This design comes from an exercise in tuning for small area, a short achievable clock period and few clock cycles on the open sky130 flow, not from production work. RTL that was checked went through simulation tests only; none was proved equivalent to the original. Power and IR drop assume default switching activity.

==> flow/design.v (excerpt) <==
module toroidal_life_generation_step (
	input  logic        clk,
	input  logic        arst_n,
	input  logic        cfg_we,
	input  logic        cfg_index,
	input  logic [6:0]  cfg_data,
	input  logic        s_tvalid,
	output logic        s_tready,
	input  logic [15:0] s_tdata,    
	input  logic [1:0]  s_tuser,    
	output logic        m_tvalid,
	input  logic        m_tready,
	output logic [7:0]  m_tdata     
);
	localparam int H  = tlg_pkg::MAX_HEIGHT;
	localparam int CB = tlg_pkg::COL_BITS;
	localparam int CW = tlg_pkg::COL_W;
	localparam int RW = tlg_pkg::ROW_W;
	localparam int QD = 3;    
	localparam int IW = 14;   
	logic [CW-1:0] wm1_q;
	logic [RW-1:0] hm1_q;
	logic          clr_q;
	logic [CW-1:0] pcol_q;
	logic          ready_q;
	logic          v1_q, vb_q;
	logic [IW-1:0] it1_q, itb_q;
	logic          first_q;          
	logic          run_q, genb_q, last_q;
	logic [CW-1:0] rem_q;
	logic [RW-1:0] gh_q;
	logic          sw_ok_q;
	logic [1:0]    cnt_q;
	logic          mvalid_q;
	logic [QD-1:0][1:0] q_q;
	logic [H-1:0]      sw_q;
	logic [H-1:0][1:0] hs_q;
	logic [1:0]        hs_last_q;
	logic          wl, wl1, lsw_q, l3_q;
	logic [1:0]    lsel_q, rs_q, lt_q, lt_d;
	logic [CW-1:0] lm1_q, rm1_q, rl_q, ltm1_q, ltm1_d;
	logic [CW-1:0] c1_q, c2_q, c3_q;   
	logic [CW-1:0] qcol_q;             
	logic          split_next, merge_next, gen_busy, acc1;
	logic [H-1:0]  hsel_q;    
	logic [1:0]    hs_last;
	logic [H-1:0]  live3, keep;
	logic          accept, adv, done1, wr_hit, rd_hit, gen_start, gen_a, last_a, slot3_ok;
	logic          is_rd1, is_wr1, is_step1, pop;
	logic [1:0]    kind1;
	logic [RW-1:0] row1;
	logic [CW-1:0] col1, k3;
	logic [1:0]    wd1;
	logic          v1_d, vb_d;
  ...
Settings: LEC_CHECK=0, ABC_AREA=1, CAP_MARGIN=20, CORE_MARGIN=2, CORE_UTILIZATION=50, CTS_CLUSTER_DIAMETER=80, CTS_CLUSTER_SIZE=24, SETUP_SLACK_MARGIN=5, SLEW_MARGIN=20; clock period 8.0 ns.
run.sh (not shown) runs the stock make flow with config.mk's settings and CLKGATE_MAP_FILE= SYNTH_SCRIPT=/design/flow/synth_recipe.tcl, a recipe that flattens the netlist after the stock synthesis.
Rerun with:
--- a/flow/design.v
+++ b/flow/design.v
@@ -139,14 +139,13 @@
 	logic          wl, wl1, lsw_q, l3_q;
 	logic [1:0]    lsel_q, rs_q, lt_q, lt_d;
 	logic [CW-1:0] lm1_q, rm1_q, rl_q, ltm1_q, ltm1_d;
 	logic [CW-1:0] c1_q, c2_q, c3_q;   
 	logic [CW-1:0] qcol_q;             
 	logic          split_next, merge_next, gen_busy, acc1;
-	logic [H-1:0]  hsel_q;    
-	logic [1:0]    hs_last;
+	logic [RW-1:0] gha;
 	logic [H-1:0]  live3, keep;
 	logic          accept, adv, done1, wr_hit, rd_hit, gen_start, gen_a, last_a, slot3_ok;
 	logic          is_rd1, is_wr1, is_step1, pop;
 	logic [1:0]    kind1;
 	logic [RW-1:0] row1;
 	logic [CW-1:0] col1, k3;
@@ -336,29 +335,25 @@
 			live2[r] = slot2[2*r];
 			live3[r] = slot3[2*r];
 		end
 	end
 	assign left  = lsw_q ? sw_q : (l3_q ? live3 : live2);
 	assign right = last_a ? sw_q : live0;
+	assign gha = run_q ? gh_q : hm1_q;
 	always_comb begin
-		hs_last = '0;
 		for (int r = 0; r < H; r++) begin
-			hs[r]   = 2'(left[r]) + 2'(live1[r]) + 2'(right[r]);
-			hs_last = hs_last | (hs[r] & {2{hsel_q[r]}});
+			hs[r] = 2'(left[r]) + 2'(live1[r]) + 2'(right[r]);
 		end
 		for (int r = 1; r < H; r++) begin
-			hsx[r] = hsel_q[r-1] ? hs[0] : hs[r];
+			hsx[r] = (gha == RW'(r - 1)) ? hs[0] : hs[r];
 		end
 		hsx[0] = hs[0];
 	end
 	always_ff @(posedge clk) begin
-		for (int r = 0; r < H; r++) begin
-			hsel_q[r] <= ((run_q && !last_a) ? gh_q : hm1_q) == RW'(r);
-		end
 		hs_q      <= hsx;
-		hs_last_q <= hs_last;
+		hs_last_q <= hs[gha];
 		if (gen_start) begin
 			sw_q <= live1;
 		end else if (k3 == wm1_q && !gen_a && !genb_q) begin
 			sw_q <= live3;
 		end
 	end
Synthesized cell count came out lower by 0.37%. Non-clock buffer count came out higher by 4. Wire length hardly moves. Global-route usage came out lower by 0.15 points. Power came out lower by 2.5%. Setup slack got worse by 25 ps. Design area came out lower by 0.75%. Cell count came out lower by 0.31%.
Testbench counts after the change, summed over its fixed seeds: cycles 11,153.
No functional check of the RTL was part of the first run of this note.

## red
The RTL this note starts from:
==> flow/design.v <==
package tlg_pkg;
	localparam int MAX_WIDTH  = 32;
	localparam int MAX_HEIGHT = 32;
	localparam int COL_W      = $clog2(MAX_WIDTH);
	localparam int ROW_W      = $clog2(MAX_HEIGHT);
	localparam int SIZE_W     = 7;
	localparam int CELL_W     = 2;
	localparam int COL_BITS   = MAX_HEIGHT * CELL_W;
	localparam logic [CELL_W-1:0] CELL_DEAD  = 2'd0;
	localparam logic [CELL_W-1:0] CELL_BORN  = 2'd1;
	localparam logic [CELL_W-1:0] CELL_ALIVE = 2'd2;
	localparam logic [CELL_W-1:0] CELL_DYING = 2'd3;
	localparam logic [1:0] KIND_WRITE = 2'd0;
	localparam logic [1:0] KIND_READ  = 2'd1;
	localparam logic [1:0] KIND_STEP  = 2'd2;
	localparam logic [1:0] KIND_NONE  = 2'd3;
	function automatic logic [4:0] clamp_m1(input logic [SIZE_W-1:0] v);
		logic [4:0] r;
		if (v < SIZE_W'(3)) begin
			r = 5'd2;
		end else if (v > SIZE_W'(32)) begin
			r = 5'd31;
		end else begin
			r = 5'(v - SIZE_W'(1));
		end
		clamp_m1 = r;
	endfunction
endpackage
module tlg_ram (
	input  logic                          clk,
	input  logic [tlg_pkg::COL_BITS-1:0]  d1,
	input  logic [tlg_pkg::COL_BITS-1:0]  d3,
	output logic [tlg_pkg::COL_BITS-1:0]  slot0,
	output logic [tlg_pkg::COL_BITS-1:0]  slot1,
	output logic [tlg_pkg::COL_BITS-1:0]  slot2,
	output logic [tlg_pkg::COL_BITS-1:0]  slot3
);
	localparam int S = tlg_pkg::MAX_WIDTH;
	logic [S-1:0][tlg_pkg::COL_BITS-1:0] ring_q;
	always_ff @(posedge clk) begin
		ring_q[0] <= ring_q[S-1];
		ring_q[1] <= d1;
		ring_q[2] <= ring_q[1];
		ring_q[3] <= d3;
		for (int k = 4; k < S; k++) begin
			ring_q[k] <= ring_q[k-1];
		end
	end
	assign slot0 = ring_q[0];
	assign slot1 = ring_q[1];
	assign slot2 = ring_q[2];
	assign slot3 = ring_q[3];
endmodule
module tlg_rule (
	input  logic [tlg_pkg::CELL_W-1:0] centre,
	input  logic [3:0]                 t,
	output logic [tlg_pkg::CELL_W-1:0] next_cell
);
	logic live, t3, t4;
	assign live = centre[0];
	assign t3   = t == 4'd3;
	assign t4   = t == 4'd4;
	assign next_cell[1] = live;
	assign next_cell[0] = live ? (t3 || t4) : t3;
endmodule
module tlg_cell (
	input  logic [tlg_pkg::MAX_HEIGHT-1:0][1:0] hs,
	input  logic [1:0]                          hs_last,   
	input  logic [tlg_pkg::COL_BITS-1:0]        centre,
	input  logic [tlg_pkg::MAX_HEIGHT-1:0]      keep,      
	output logic [tlg_pkg::COL_BITS-1:0]        next_col
);
	localparam int H = tlg_pkg::MAX_HEIGHT;
	for (genvar r = 0; r < H; r++) begin : g_row
		logic [1:0] hu, hd, nx;
		logic [3:0] t;
		if (r == 0) begin : g_first
			assign hu = hs_last;
		end else begin : g_mid
			assign hu = hs[r-1];
		end
		assign hd = hs[(r + 1) % H];
		assign t  = 4'(hu) + 4'(hs[r]) + 4'(hd);
		tlg_rule u_rule (
			.centre    (centre[2*r +: 2]),
			.t         (t),
			.next_cell (nx)
		);
		assign next_col[2*r +: 2] = keep[r] ? centre[2*r +: 2] : nx;
	end
endmodule
module toroidal_life_generation_step (
	input  logic        clk,
	input  logic        arst_n,
	input  logic        cfg_we,
	input  logic        cfg_index,
	input  logic [6:0]  cfg_data,
	input  logic        s_tvalid,
	output logic        s_tready,
	input  logic [15:0] s_tdata,    
	input  logic [1:0]  s_tuser,    
	output logic        m_tvalid,
	input  logic        m_tready,
	output logic [7:0]  m_tdata     
);
	localparam int H  = tlg_pkg::MAX_HEIGHT;
	localparam int CB = tlg_pkg::COL_BITS;
	localparam int CW = tlg_pkg::COL_W;
	localparam int RW = tlg_pkg::ROW_W;
	localparam int QD = 3;    
	localparam int IW = 14;   
	logic [CW-1:0] wm1_q;
	logic [RW-1:0] hm1_q;
	logic          clr_q;
	logic [CW-1:0] pcol_q;
	logic          ready_q;
	logic          v1_q, vb_q;
	logic [IW-1:0] it1_q, itb_q;
	logic          first_q;          
	logic          run_q, genb_q;
	logic [CW-1:0] rem_q;
	logic [RW-1:0] gh_q;
	logic          sw_ok_q;
	logic [1:0]    cnt_q;
	logic          mvalid_q;
	logic [QD-1:0][1:0] q_q;
	logic [H-1:0]      sw_q;
	logic [H-1:0][1:0] hs_q;
	logic [1:0]        hs_last_q;
	logic          w32, w31, lsw_q, l3_q;
	logic [CW-1:0] wm1_d;
	logic [RW-1:0] gha;
	logic [H-1:0]  live3, keep;
	logic          accept, adv, done1, wr_hit, rd_hit, gen_start, gen_a, last_a, slot3_ok;
	logic          is_rd1, is_wr1, is_step1, is_rdb, is_stepb, pop;
	logic [1:0]    kind1;
	logic [RW-1:0] row1;
	logic [CW-1:0] col1, k3;
	logic [1:0]    wd1;
	logic          v1_d, vb_d;
	logic [IW-1:0] item_in, it1_d, itb_d;
	logic [1:0]    cnt_d, inflight_d;
	logic [CB-1:0] slot0, slot1, slot2, slot3, d1, d3, gen_col;
	logic [H-1:0]  live0, live1, live2, left, right;
	logic [H-1:0][1:0] hs, hsx;
	logic [1:0]    rd_val, rd_cell;
	assign item_in = {s_tuser, s_tdata[10:6], s_tdata[4:0], s_tdata[13], s_tdata[13] ^ s_tdata[12]};
	assign {kind1, row1, col1, wd1} = it1_q;
	assign is_rd1   = kind1 == tlg_pkg::KIND_READ;
	assign is_wr1   = kind1 == tlg_pkg::KIND_WRITE;
	assign is_step1 = kind1 == tlg_pkg::KIND_STEP;
	assign is_rdb   = itb_q[IW-1:IW-2] == tlg_pkg::KIND_READ;
	assign is_stepb = itb_q[IW-1:IW-2] == tlg_pkg::KIND_STEP;
	assign k3       = pcol_q - CW'(3);
	assign slot3_ok = !(clr_q && pcol_q < CW'(3));
	assign wr_hit    = v1_q && is_wr1 && !run_q && !genb_q && pcol_q == col1;
	assign rd_hit    = v1_q && is_rd1 && k3 == col1;
	assign w32       = wm1_q == CW'(31);
	assign w31       = wm1_q == CW'(30);
	assign gen_start = v1_q && is_step1 && first_q && !clr_q
		&& (w32 ? !genb_q : (w31 || sw_ok_q));
	assign wm1_d = (cfg_we && !cfg_index) ? tlg_pkg::clamp_m1(cfg_data) : wm1_q;
	assign done1     = wr_hit || rd_hit || gen_start || (v1_q && kind1 == tlg_pkg::KIND_NONE);
	assign s_tready = ready_q;
	assign accept   = s_tvalid && ready_q;
	assign pop      = m_tready && mvalid_q;
	assign adv = !v1_q || done1;
	always_comb begin
		v1_d  = v1_q;
		vb_d  = vb_q;
		it1_d = it1_q;
		itb_d = itb_q;
		if (adv) begin
			if (vb_q) begin
				v1_d  = 1'b1;
				it1_d = itb_q;
				vb_d  = accept;
				itb_d = item_in;
			end else begin
				v1_d  = accept;
				it1_d = item_in;
			end
		end else if (accept) begin
			vb_d  = 1'b1;
			itb_d = item_in;
		end
	end
	assign cnt_d      = cnt_q - 2'(pop) + 2'(rd_hit);
	assign inflight_d = 2'(v1_d && it1_d[IW-1:IW-2] == tlg_pkg::KIND_READ)
		+ 2'(vb_d && itb_d[IW-1:IW-2] == tlg_pkg::KIND_READ);
	always_ff @(posedge clk) begin
		it1_q <= it1_d;
		itb_q <= itb_d;
	end
	always_ff @(posedge clk or negedge arst_n) begin
		if (!arst_n) begin
			wm1_q <= CW'(tlg_pkg::MAX_WIDTH - 1);
			hm1_q <= RW'(H - 1);
		end else if (cfg_we) begin
			if (cfg_index) begin
				hm1_q <= tlg_pkg::clamp_m1(cfg_data);
			end else begin
				wm1_q <= tlg_pkg::clamp_m1(cfg_data);
			end
		end
	end
	assign gen_a  = gen_start || run_q;
	assign last_a = run_q && rem_q == '0;
	always_ff @(posedge clk or negedge arst_n) begin
		if (!arst_n) begin
			clr_q    <= 1'b1;
			pcol_q   <= '0;
			first_q  <= 1'b0;
			lsw_q    <= 1'b0;
			l3_q     <= 1'b0;
			ready_q  <= 1'b0;
			v1_q     <= 1'b0;
			vb_q     <= 1'b0;
			run_q    <= 1'b0;
			genb_q   <= 1'b0;
			sw_ok_q  <= 1'b0;
			cnt_q    <= '0;
			mvalid_q <= 1'b0;
		end else begin
			pcol_q  <= pcol_q + CW'(1);
			first_q <= pcol_q == '0;
			lsw_q   <= pcol_q == '0 && wm1_d < CW'(30);
			l3_q    <= pcol_q == '0 && wm1_d == CW'(30);
			if (pcol_q == '1) begin
				clr_q <= 1'b0;
			end
			v1_q     <= v1_d;
			vb_q     <= vb_d;
			cnt_q    <= cnt_d;
			mvalid_q <= cnt_d != '0;
			ready_q  <= !(v1_d && vb_d) && (cnt_d + inflight_d < 2'(QD))
				&& !(v1_d && it1_d[IW-1:IW-2] == tlg_pkg::KIND_STEP)
				&& !(vb_d && itb_d[IW-1:IW-2] == tlg_pkg::KIND_STEP);
			run_q    <= gen_a && !last_a;
			genb_q   <= gen_a;
			if ((cfg_we && !cfg_index) || gen_start || (wr_hit && col1 == wm1_q)) begin
				sw_ok_q <= 1'b0;
			end else if (k3 == wm1_q && slot3_ok && !gen_a && !genb_q) begin
				sw_ok_q <= 1'b1;
			end
		end
	end
	always_ff @(posedge clk) begin
		if (gen_start) begin
			rem_q <= wm1_q - CW'(1);
		end else begin
			rem_q <= rem_q - CW'(1);
		end
		if (gen_start) begin
			gh_q <= hm1_q;
		end
	end
	always_comb begin
		for (int r = 0; r < H; r++) begin
			if (wr_hit && row1 == RW'(r)) begin
				d1[2*r +: 2] = wd1;
			end else if (clr_q) begin
				d1[2*r +: 2] = tlg_pkg::CELL_DEAD;
			end else begin
				d1[2*r +: 2] = slot0[2*r +: 2];
			end
		end
	end
	assign d3 = genb_q ? gen_col : slot2;
	tlg_ram u_grid (
		.clk   (clk),
		.d1    (d1),
		.d3    (d3),
		.slot0 (slot0),
		.slot1 (slot1),
		.slot2 (slot2),
		.slot3 (slot3)
	);
	always_comb begin
		for (int r = 0; r < H; r++) begin
			live0[r] = slot0[2*r];
			live1[r] = slot1[2*r];
			live2[r] = slot2[2*r];
			live3[r] = slot3[2*r];
		end
	end
	assign left  = lsw_q ? sw_q : (l3_q ? live3 : live2);
	assign right = last_a ? sw_q : live0;
	assign gha = run_q ? gh_q : hm1_q;
	always_comb begin
		for (int r = 0; r < H; r++) begin
			hs[r] = 2'(left[r]) + 2'(live1[r]) + 2'(right[r]);
		end
		for (int r = 1; r < H; r++) begin
			hsx[r] = (gha == RW'(r - 1)) ? hs[0] : hs[r];
		end
		hsx[0] = hs[0];
	end
	always_ff @(posedge clk) begin
		hs_q      <= hsx;
		hs_last_q <= hs[gha];
		if (gen_start) begin
			sw_q <= live1;
		end else if (k3 == wm1_q && !gen_a && !genb_q) begin
			sw_q <= live3;
		end
	end
	always_comb begin
		for (int r = 0; r < H; r++) begin
			keep[r] = RW'(r) > gh_q;
		end
	end
	tlg_cell u_gen (
		.hs       (hs_q),
		.hs_last  (hs_last_q),
		.centre   (slot2),
		.keep     (keep),
		.next_col (gen_col)
	);
	assign rd_cell = slot3[2*row1 +: 2];
	assign rd_val  = slot3_ok ? {rd_cell[1], rd_cell[1] ^ rd_cell[0]} : tlg_pkg::CELL_DEAD;
	always_ff @(posedge clk) begin
		for (int i = 0; i < QD; i++) begin
			if (rd_hit && 2'(i) == cnt_q - 2'(pop)) begin
				q_q[i] <= rd_val;
			end else if (pop) begin
				q_q[i] <= (i < QD - 1) ? q_q[(i + 1) % QD] : q_q[i];
			end
		end
	end
	assign m_tvalid = mvalid_q;
	assign m_tdata  = {6'd0, q_q[0]};
endmodule
Settings: LEC_CHECK=0, ABC_CLOCK_PERIOD_IN_PS=3000, CAP_MARGIN=20, CORE_MARGIN=2, CORE_UTILIZATION=50, CTS_CLUSTER_DIAMETER=80, CTS_CLUSTER_SIZE=24, SETUP_SLACK_MARGIN=5, SLEW_MARGIN=20; clock period 8.0 ns.
Testbench counts of red, summed over its fixed seeds: cycles 12,625.
> inputs changed (red -> orange)
--- a/flow/design.v
+++ b/flow/design.v
@@ -132,14 +132,15 @@
 	logic [RW-1:0] gha;
 	logic [H-1:0]  live3, keep;
 	logic          accept, adv, done1, wr_hit, rd_hit, gen_start, gen_a, last_a, slot3_ok;
-	logic          is_rd1, is_wr1, is_step1, is_rdb, is_stepb, pop;
+	logic          is_rd1, is_wr1, is_step1, pop;
 	logic [1:0]    kind1;
 	logic [RW-1:0] row1;
 	logic [CW-1:0] col1, k3;
 	logic [1:0]    wd1;
 	logic          v1_d, vb_d;
 	logic [IW-1:0] item_in, it1_d, itb_d;
-	logic [1:0]    cnt_d, inflight_d;
+	logic [1:0]    cnt_d, tot_q, tot_d;
+	logic          stp_q;
 	logic [CB-1:0] slot0, slot1, slot2, slot3, d1, d3, gen_col;
 	logic [H-1:0]  live0, live1, live2, left, right;
 	logic [H-1:0][1:0] hs, hsx;
@@ -149,8 +150,6 @@
 	assign is_rd1   = kind1 == tlg_pkg::KIND_READ;
 	assign is_wr1   = kind1 == tlg_pkg::KIND_WRITE;
 	assign is_step1 = kind1 == tlg_pkg::KIND_STEP;
-	assign is_rdb   = itb_q[IW-1:IW-2] == tlg_pkg::KIND_READ;
-	assign is_stepb = itb_q[IW-1:IW-2] == tlg_pkg::KIND_STEP;
 	assign k3       = pcol_q - CW'(3);
 	assign slot3_ok = !(clr_q && pcol_q < CW'(3));
 	assign wr_hit    = v1_q && is_wr1 && !run_q && !genb_q && pcol_q == col1;
@@ -186,8 +185,7 @@
 		end
 	end
 	assign cnt_d      = cnt_q - 2'(pop) + 2'(rd_hit);
-	assign inflight_d = 2'(v1_d && it1_d[IW-1:IW-2] == tlg_pkg::KIND_READ)
-		+ 2'(vb_d && itb_d[IW-1:IW-2] == tlg_pkg::KIND_READ);
+	assign tot_d      = tot_q + 2'(accept && s_tuser == tlg_pkg::KIND_READ) - 2'(pop);
 	always_ff @(posedge clk) begin
 		it1_q <= it1_d;
 		itb_q <= itb_d;
@@ -214,6 +212,8 @@
 			lsw_q    <= 1'b0;
 			l3_q     <= 1'b0;
 			ready_q  <= 1'b0;
+			tot_q    <= '0;
+			stp_q    <= 1'b0;
 			v1_q     <= 1'b0;
 			vb_q     <= 1'b0;
 			run_q    <= 1'b0;
@@ -233,9 +233,10 @@
 			vb_q     <= vb_d;
 			cnt_q    <= cnt_d;
 			mvalid_q <= cnt_d != '0;
-			ready_q  <= !(v1_d && vb_d) && (cnt_d + inflight_d < 2'(QD))
-				&& !(v1_d && it1_d[IW-1:IW-2] == tlg_pkg::KIND_STEP)
-				&& !(vb_d && itb_d[IW-1:IW-2] == tlg_pkg::KIND_STEP);
+			tot_q    <= tot_d;
+			stp_q    <= (accept && s_tuser == tlg_pkg::KIND_STEP) || (stp_q && !gen_start);
+			ready_q  <= !vb_d && tot_d < 2'(QD)
+				&& !(accept && s_tuser == tlg_pkg::KIND_STEP) && !(stp_q && !gen_start);
 			run_q    <= gen_a && !last_a;
 			genb_q   <= gen_a;
 			if ((cfg_we && !cfg_index) || gen_start || (wr_hit && col1 == wm1_q)) begin
Results
- orange: all stages complete, timing, DRC and antenna checks passed
- Slew at the pin closest to its max-slew limit, orange and red, lower one = orange.
- Against red, orange reports a proportion of layout cells with a drive suffix above 1 that is lower.
- Relative to red, the clock-buffer cell count of orange is higher by 5.7%.
- According to the power report, total power for orange is lower than for red.
- In terms of cell area after synthesis, orange and red differ only marginally.
- orange: share of the final layout cell area in sequential cells is 0.58 points higher than what red reported.
- Comparing orange against red, there is no change at all in number of iterations in the first detailed-routing pass.
- Re peak fanout along the critical path: orange is 8 down on red.
Testbench counts of orange, summed over its fixed seeds: cycles 12,625.

-- afterwards: timing with drivers on the ports --
In the flow no input, the clock included, has a driving cell. The finished layouts below were timed again as built, in two steps.
Step 1 (the two cells are an assumption about what drives the block):
set clk [get_ports {clk}]
set_driving_cell -lib_cell sky130_fd_sc_hd__clkbuf_16 $clk
set_driving_cell -lib_cell sky130_fd_sc_hd__buf_2 [delete_from_list [all_inputs] $clk]
Step 2, shift: input delay + t, output delay - t, t = (earliest + latest rising clock arrival at the registers) / 2. This alone moves slack from input paths to output paths.
a / b / c = ideal / step 1 / step 2; a / b = the first two.
| run | t, ns | setup WS [ns] | worst data-port slew with drivers (ns) |
|---|---|---|---|
| the first run of note 1 | 0.834 | 5.009 / 4.990 / 4.409 | 0.05 |
| the second run of note 1 | 0.831 | 4.984 / 4.984 / 4.418 | 0.04 |
| red | 0.770 | 4.711 / 4.711 / 4.052 | 0.03 |
| orange | 0.774 | 4.965 / 4.965 / 4.361 | 0.06 |
After both steps setup and hold are still met in every run listed. The setup slack of red, which loses most, moves by 0.000 ns with the drivers and by -0.659 ns with both steps.
